This is an optimization exercise on Yosys and OpenROAD, whose aim is small area, not a production implementation. In this exercise RTL edits were held to simulation tests only and were not proved equivalent to the original. Power figures rest on the tool's default switching activity, not on a simulated workload.

**flow/config.mk**
```make
export PLATFORM = sky130hd
export DESIGN_NAME = mips_exec_top
export DESIGN_NICKNAME = mips_exec_top
export VERILOG_FILES = /design/flow/design.v
export SDC_FILE = /design/flow/constraint.sdc
export NUM_CORES = 4
export LEC_CHECK = 0
export CAP_MARGIN = 20
export CORE_MARGIN = 2
export CORE_UTILIZATION = 40
export SETUP_SLACK_MARGIN = 0.2
export SLEW_MARGIN = 20
```
**flow/constraint.sdc**
```tcl
create_clock -name core_clock -period 7.0 [get_ports {clock}]
set_input_delay 1.4000 -clock core_clock [delete_from_list [all_inputs] [get_ports {clock}]]
set_output_delay 1.4000 -clock core_clock [all_outputs]
set_load 0.01 [all_outputs]
```
**flow/design.v**
```verilog
`default_nettype none
package mips_pkg;
  localparam int XLEN   = 32;
  localparam int NREGS  = 32;
  localparam int REG_AW = 5;
  localparam logic [5:0] OPC_RTYPE = 6'b000000;
  localparam logic [5:0] OPC_ADDI  = 6'b001000;
  localparam logic [5:0] OPC_ADDIU = 6'b001001;
  localparam logic [5:0] OPC_SLTI  = 6'b001010;
  localparam logic [5:0] OPC_SLTIU = 6'b001011;
  localparam logic [5:0] OPC_ANDI  = 6'b001100;
  localparam logic [5:0] OPC_ORI   = 6'b001101;
  localparam logic [5:0] OPC_XORI  = 6'b001110;
  localparam logic [5:0] FN_SLL  = 6'b000000;
  localparam logic [5:0] FN_SRL  = 6'b000010;
  localparam logic [5:0] FN_SRA  = 6'b000011;
  localparam logic [5:0] FN_ADD  = 6'b100000;
  localparam logic [5:0] FN_ADDU = 6'b100001;
  localparam logic [5:0] FN_SUB  = 6'b100010;
  localparam logic [5:0] FN_SUBU = 6'b100011;
  localparam logic [5:0] FN_AND  = 6'b100100;
  localparam logic [5:0] FN_OR   = 6'b100101;
  localparam logic [5:0] FN_XOR  = 6'b100110;
  localparam logic [5:0] FN_NOR  = 6'b100111;
  localparam logic [5:0] FN_SLT  = 6'b101010;
  localparam logic [5:0] FN_SLTU = 6'b101011;
  typedef enum logic [3:0] {
    ALU_NONE = 4'd0,
    ALU_ADD  = 4'd1,
    ALU_SUB  = 4'd2,
    ALU_AND  = 4'd3,
    ALU_OR   = 4'd4,
    ALU_XOR  = 4'd5,
    ALU_NOR  = 4'd6,
    ALU_SLT  = 4'd7,
    ALU_SLTU = 4'd8,
    ALU_SLL  = 4'd9,
    ALU_SRL  = 4'd10,
    ALU_SRA  = 4'd11
  } alu_op_t;
  function automatic alu_op_t decode_op(input logic [5:0] opc, input logic [5:0] func);
    alu_op_t op;
    op = ALU_NONE;
    if (opc == OPC_RTYPE) begin
      case (func)
        FN_ADD, FN_ADDU: op = ALU_ADD;
        FN_SUB, FN_SUBU: op = ALU_SUB;
        FN_AND:          op = ALU_AND;
        FN_OR:           op = ALU_OR;
        FN_XOR:          op = ALU_XOR;
        FN_NOR:          op = ALU_NOR;
        FN_SLT:          op = ALU_SLT;
        FN_SLTU:         op = ALU_SLTU;
        FN_SLL:          op = ALU_SLL;
        FN_SRL:          op = ALU_SRL;
        FN_SRA:          op = ALU_SRA;
        default:         op = ALU_NONE;
      endcase
    end else begin
      case (opc)
        OPC_ADDI, OPC_ADDIU: op = ALU_ADD;
        OPC_SLTI:            op = ALU_SLT;
        OPC_SLTIU:           op = ALU_SLTU;
        OPC_ANDI:            op = ALU_AND;
        OPC_ORI:             op = ALU_OR;
        OPC_XORI:            op = ALU_XOR;
        default:             op = ALU_NONE;
      endcase
    end
    decode_op = op;
  endfunction
endpackage
`default_nettype wire
`default_nettype none
module mips_alu (
  input  logic [31:0] a_i,
  input  logic [31:0] b_i,
  input  logic        sub_i,    
  input  logic        add_i,    
  input  logic        and_i,
  input  logic        or_i,
  input  logic        xor_i,
  input  logic        nor_i,
  input  logic        slt_i,
  input  logic        sltu_i,
  input  logic        sll_i,
  input  logic        srl_i,
  input  logic        sra_i,
  output logic [31:0] result_o
);
  logic [31:0] bx;
  logic [31:0] sum;
  logic        cout;
  logic        lt_s, lt_u;
  assign bx = b_i ^ {32{sub_i}};
  assign {cout, sum} = {1'b0, a_i} + {1'b0, bx} + {32'd0, sub_i};
  assign lt_u = ~cout;
  assign lt_s = (a_i[31] ^ b_i[31]) ? a_i[31] : sum[31];
  logic [31:0] a_rev, sh_in, sh_out, sh_rev;
  logic [32:0] sh_ext;
  always_comb begin
    for (int i = 0; i < 32; i++) a_rev[i] = a_i[31-i];
  end
  assign sh_in  = sll_i ? a_rev : a_i;
  assign sh_ext = $signed({sra_i & a_i[31], sh_in}) >>> b_i[4:0];
  assign sh_out = sh_ext[31:0];
  always_comb begin
    for (int i = 0; i < 32; i++) sh_rev[i] = sh_out[31-i];
  end
  assign result_o = ({32{add_i}}         & sum)
                  | ({32{and_i}}         & (a_i & b_i))
                  | ({32{or_i}}          & (a_i | b_i))
                  | ({32{xor_i}}         & (a_i ^ b_i))
                  | ({32{nor_i}}         & ~(a_i | b_i))
                  | ({32{sll_i}}         & sh_rev)
                  | ({32{srl_i | sra_i}} & sh_out)
                  | {31'd0, (slt_i & lt_s) | (sltu_i & lt_u)};
endmodule
`default_nettype wire
`default_nettype none
module mips_exec_top (
  input  logic        clock,
  input  logic        reset_n,
  input  logic [5:0]  opc,
  input  logic [5:0]  func,
  input  logic [4:0]  Number1,
  input  logic [4:0]  Number2,
  output logic [31:0] exit
);
  logic [31:0] mem_q [1:31];
  logic [31:1] wr_q;
  logic [31:0] exit_q;
  logic rtype;
  logic c_sub, c_add, c_and, c_or, c_xor, c_nor, c_slt, c_sltu, c_sll, c_srl, c_sra;
  logic valid;
  assign rtype = (opc == 6'b000000);
  always_comb begin
    c_sub = 1'b0; c_add = 1'b0; c_and = 1'b0; c_or = 1'b0; c_xor = 1'b0;
    c_nor = 1'b0; c_slt = 1'b0; c_sltu = 1'b0; c_sll = 1'b0; c_srl = 1'b0;
    c_sra = 1'b0;
    if (rtype) begin
      case (func)
        6'b100000, 6'b100001: c_add = 1'b1;
        6'b100010, 6'b100011: begin c_add = 1'b1; c_sub = 1'b1; end
        6'b100100: c_and = 1'b1;
        6'b100101: c_or  = 1'b1;
        6'b100110: c_xor = 1'b1;
        6'b100111: c_nor = 1'b1;
        6'b101010: begin c_slt  = 1'b1; c_sub = 1'b1; end
        6'b101011: begin c_sltu = 1'b1; c_sub = 1'b1; end
        6'b000000: c_sll = 1'b1;
        6'b000010: c_srl = 1'b1;
        6'b000011: c_sra = 1'b1;
        default: ;
      endcase
    end else begin
      case (opc)
        6'b001000, 6'b001001: c_add = 1'b1;
        6'b001010: begin c_slt  = 1'b1; c_sub = 1'b1; end
        6'b001011: begin c_sltu = 1'b1; c_sub = 1'b1; end
        6'b001100: c_and = 1'b1;
        6'b001101: c_or  = 1'b1;
        6'b001110: c_xor = 1'b1;
        default: ;
      endcase
    end
  end
  assign valid = c_add | c_and | c_or | c_xor | c_nor | c_slt | c_sltu
               | c_sll | c_srl | c_sra;
  logic [31:1] sel_a, sel_b;
  logic [31:0] rd_a, rd_b, op_a, op_b;
  logic        hit_a, hit_b;
  always_comb begin
    rd_a = '0;
    rd_b = '0;
    for (int k = 1; k < 32; k++) begin
      sel_a[k] = (Number1 == 5'(k)) & wr_q[k];
      sel_b[k] = (Number2 == 5'(k)) & wr_q[k];
      rd_a = rd_a | ({32{sel_a[k]}} & mem_q[k]);
      rd_b = rd_b | ({32{sel_b[k]}} & mem_q[k]);
    end
  end
  assign hit_a = |sel_a;
  assign hit_b = |sel_b;
  assign op_a = {rd_a[31:5], rd_a[4:0] | (hit_a ? 5'd0 : Number1)};
  assign op_b = rtype ? {rd_b[31:5], rd_b[4:0] | (hit_b ? 5'd0 : Number2)}
                      : {27'd0, Number2};
  logic [31:0] res;
  mips_alu u_alu (
    .a_i(op_a), .b_i(op_b),
    .sub_i(c_sub), .add_i(c_add), .and_i(c_and), .or_i(c_or), .xor_i(c_xor),
    .nor_i(c_nor), .slt_i(c_slt), .sltu_i(c_sltu), .sll_i(c_sll),
    .srl_i(c_srl), .sra_i(c_sra),
    .result_o(res)
  );
  logic [31:1] we;
  always_comb begin
    for (int k = 1; k < 32; k++) we[k] = valid & (Number1 == 5'(k));
  end
  always_ff @(posedge clock or negedge reset_n) begin
    if (!reset_n) begin
      exit_q <= '0;
      wr_q   <= '0;
    end else begin
      if (valid) exit_q <= res;
      wr_q <= wr_q | we;
    end
  end
  always_ff @(posedge clock) begin
    for (int k = 1; k < 32; k++) begin
      if (we[k]) mem_q[k] <= res;
    end
  end
  assign exit = exit_q;
endmodule
`default_nettype wire
```
**flow/run.sh**
```bash
#!/bin/bash
# synth_recipe.tcl (not shown) runs the flow's synth.tcl, then flattens the netlist and writes it again
# the make line also repeats each setting of config.mk as NAME=value (left out here)
make -C /OpenROAD-flow-scripts/flow DESIGN_CONFIG=/design/flow/config.mk WORK_HOME=/design/flow/orfs CLKGATE_MAP_FILE= SYNTH_SCRIPT=/design/flow/synth_recipe.tcl finish
```
==> results.txt <==
==> worst reg2reg max path, stage by stage, from the launching register on <==
cell	delay (ps)
dfrtp_1	750
nor3b_2	480
and2_2	240
buf_4	230
buf_4	380
a22oi_1	130
nand2_1	90
nor4_1	60
a21oi_2	430
buf_4	210
mux2i_1	190
ha_1	270
buf_4	160
a21oi_1	240
nor2_1	100
or3_1	420
o31ai_2	300
o21ai_1	220
a21oi_1	230
mux2i_1	130
or3_1	430
buf_12	180
==> cell usage after synthesis (47+ instances only) <==
library cell	instances	share of area
edfxtp_1	992	0.54
nand3_1	769	0.070
a22oi_1	396	0.054
nand2_1	258	0.018
nand4_1	217	0.025
clkbuf_1	210	0.014
nor2_1	153	0.010
and3_1	145	0.016
a21oi_1	115	0.010
buf_2	105	0.0095
ha_1	95	0.022
nor4_1	84	0.0095
mux2i_1	83	0.015
inv_1	82	0.0056
o21ai_0	73	0.0066
buf_1	66	0.0045
dfrtp_1	63	0.029
nor3_1	56	0.0051
a22o_1	48	0.0076
and4_1	47	0.0075
==> metal layers <==
layer / part of all wire / vias up
li1: - / 21000
met1: 0.34 / 26800
met2: 0.39 / 6098
met3: 0.17 / 1962
met4: 0.10 / 10
met5: 0.0010 / -
==> area by class of cell <==
class | instances | area share
diodes | 16 | 0.000576
clock buffers | 133 | 0.0412
inverters | 86 | 0.00468
multi-input cells | 3265 | 0.324
clock inverters | 70 | 0.0100
repair buffers | 1079 | 0.136
flip-flops and latches | 1055 | 0.451
well taps | 1794 | 0.0323
==> sequential cells by signal, indices dropped and copies added, names as in the netlist <==
signal / flops
exit_q: 32
wr_q: 31
mem_q: 992
==> power by group <==
part | leakage, uW | switching [uW] | internal, uW
sequential | 0.00998 | 186 | 7110
combinational | 0.0144 | 1490 | 868
clock | 0.00171 | 2720 | 3230
total | 0.0261 | 4400 | 11200
==> logic make-up (layout without fill, tap and decap cells) <==
kind of cell | Yosys count | after routing | synth area share
buf+inv | 498 | 1368 | 0.0403
compound gates | 1078 | 1078 | 0.149
other cells | 0 | 16 | 0
simple gates | 1951 | 1954 | 0.192
mux | 111 | 111 | 0.0229
flops | 1055 | 1055 | 0.569
xor+xnor | 26 | 26 | 0.00427
fa+ha+maj | 96 | 96 | 0.0219
==> what timing repair did <==
item | CTS | global route
setup buffers | 12 | 2
resized for setup | 95 | 38
setup endpoints to repair | 701 | 446
pin swaps | 39 | 25
cloned | 4 | 2
==> per-stage QoR <==
stage / hold slack (ps) / worst slack (ps) / instances / setup TNS, ps
after global placement: 491 / -1290 / 7259 / -705790
after global routing: 513 / 149 / 7482 / 0
after detailed placement: 495 / -1260 / 7259 / -697100
after floorplan: 447 / -140 / 4815 / -17950
after CTS: 494 / 200 / 7478 / 0
final: 497 / 228 / 7498 / 0
==> worst paths after layout <==
path	start	to	slack (ps)	cells past startpoint
worst max-delay path	Number2[1]	mem_q[21][17]	230	26
max in group asynchronous	reset_n	exit_q[0]	5380	2
worst min register to register	exit_q[24]	exit_q[24]	510	1
worst max register to register	wr_q[16]	mem_q[21][17]	670	21
min in group core_clock	exit_q[24]	exit_q[24]	510	1
worst min-delay path	reset_n	wr_q[16]	500	1
==> flow_summary.json <==
{
  "hpwlAfterDp_mm": 214,
  "design_area_um2": 69500,
  "met1_usage": 0.553,
  "cp-end-kind": "flop",
  "synthesis.area_um2": 55100,
  "layout_commonest_cell": "edfxtp_1",
  "hp-class": "input port to async pin",
  "slowest_delay_ps": 480,
  "drc_errors": 0,
  "drt-total-wl_mm": 329,
  "ant_nets": 0,
  "ys_seq_area_frac": 0.569,
  "ir_drop_v": 0.000220,
  "fp.dieW_um": 375,
  "critPathMostFrequentCell": "buf_4",
  "gp_congestion": 1.08,
  "num_vias": 55900,
  "slew_viol_final": 0,
  "post_drt_wl_per_cell_um": 43.8,
  "fillers": 12200,
  "cts_hold_buf": 0,
  "leakagePower_uw": 0.0261,
  "cts_buffers": 110,
  "grt.met2_usage": 0.619,
  "power_uw": 15600,
  "vias_per_cell": 7.46,
  "regArea_um2": 31400,
  "grt_start_max_net_pins": 59,
  "drtIter0Drc": 11500,
  "grt_pass1_vias": 51800,
  "critPathMaxFanout": 31,
  "min_period_ps": 6770,
  "cts_tree": "done",
  "synth_cells": 4815,
  "rsz0062_at_grt": "true",
  "max_freq_mhz": 148,
  "path_buf_inv": 9,
  "syn_to_final_growth_pct": 26.2,
  "die_h_um": 375,
  "cpLargestDelayFamily": "simple AND/OR/NAND/NOR gates",
  "io_pins": 56,
  "multi_input_area_um2": 22500,
  "numPortBuffers": 55,
  "outcome": "timing/DRC/antenna clean",
  "max_slew_margin": 0.131,
  "max_slew.worst_pin.slew_ps": 1300,
  "top_usage_layer": "met2",
  "clock_latency_ps": 810,
  "synth_top_flop_cell": "edfxtp_1",
  "crit_path_top_delay_cell": "buf_4",
  "hold_viol_final": 0,
  "crit_required_ps": 7450,
  "fin_nets": 5717,
  "setup_viol": 0,
  "power.density_nw_per_um2": 225,
  "htreeDepth": 3,
  "cts_sinks": 1055,
  "gr-usage-met3": 0.211,
  "min_period_over_period": 0.967,
  "drt_first_pass_iters": 14,
  "avgSynthCellArea_um2": 11.4,
  "crit_type": "input port to flop",
  "rows": 136,
  "final.setup_skew_ps": 78.0,
  "clockBufferDepth": 3,
  "grt-ovfl-total": 0,
  "cts.clk_slew.worst_paths_ps": 60,
  "synth-edff-count": 992,
  "layout_common_cells": "edfxtp_1, buf_4, nand3_1",
  "synth_warnings": 3,
  "grt_pass1_wl_mm": 438,
  "post-route-util": 0.507,
  "cap_viol_max_count": 0,
  "ys_types": 115,
  "syn_nets": 4935,
  "dieArea_um2": 141000,
  "cp-start-kind": "input port",
  "coreArea_um2": 137000,
  "synth_seq_cells": 1055,
  "place_area_um2": 65200,
  "async_flop_share": 0.0597,
  "start_util": 0.402,
  "cp.arrival_ps": 7220,
  "cts.root.buffer_cell": "clkbuf_16",
  "drive_gt1_frac": 0.261,
  "grt.total_usage": 0.453,
  "antenna_found_initial": 21
}

afterwards: timing with drivers on the ports:
Ports are ideal in the flow. The routed layout listed here was re-timed in OpenROAD. Step 1 sets driving cells, clkbuf_16 on the clock port and buf_2 on the other inputs (assumed; they add their load-dependent delay and slew). Step 2 adds t to the input delays and takes it off the output delays; t is the mean of the earliest and latest rising clock arrival at the registers after step 1. Input paths then give back, and output paths get back, about the clock's delay inside the block. a / b / c = ideal ports / drivers / drivers and shift; a / b = the first two.
t, ns: 0.850
slack for setup (ns): 0.228 / 0.284 / -0.566
hold slack, ns: 0.497 / 0.446 / 0.506
worst setup path at the end: input to register
worst data-port slew with drivers (ns): 0.04
Met with ideal ports but missed after step 2: setup timing in this run. For this run, drivers alone change the setup slack by +0.056 ns; drivers and shift together by -0.794 ns.
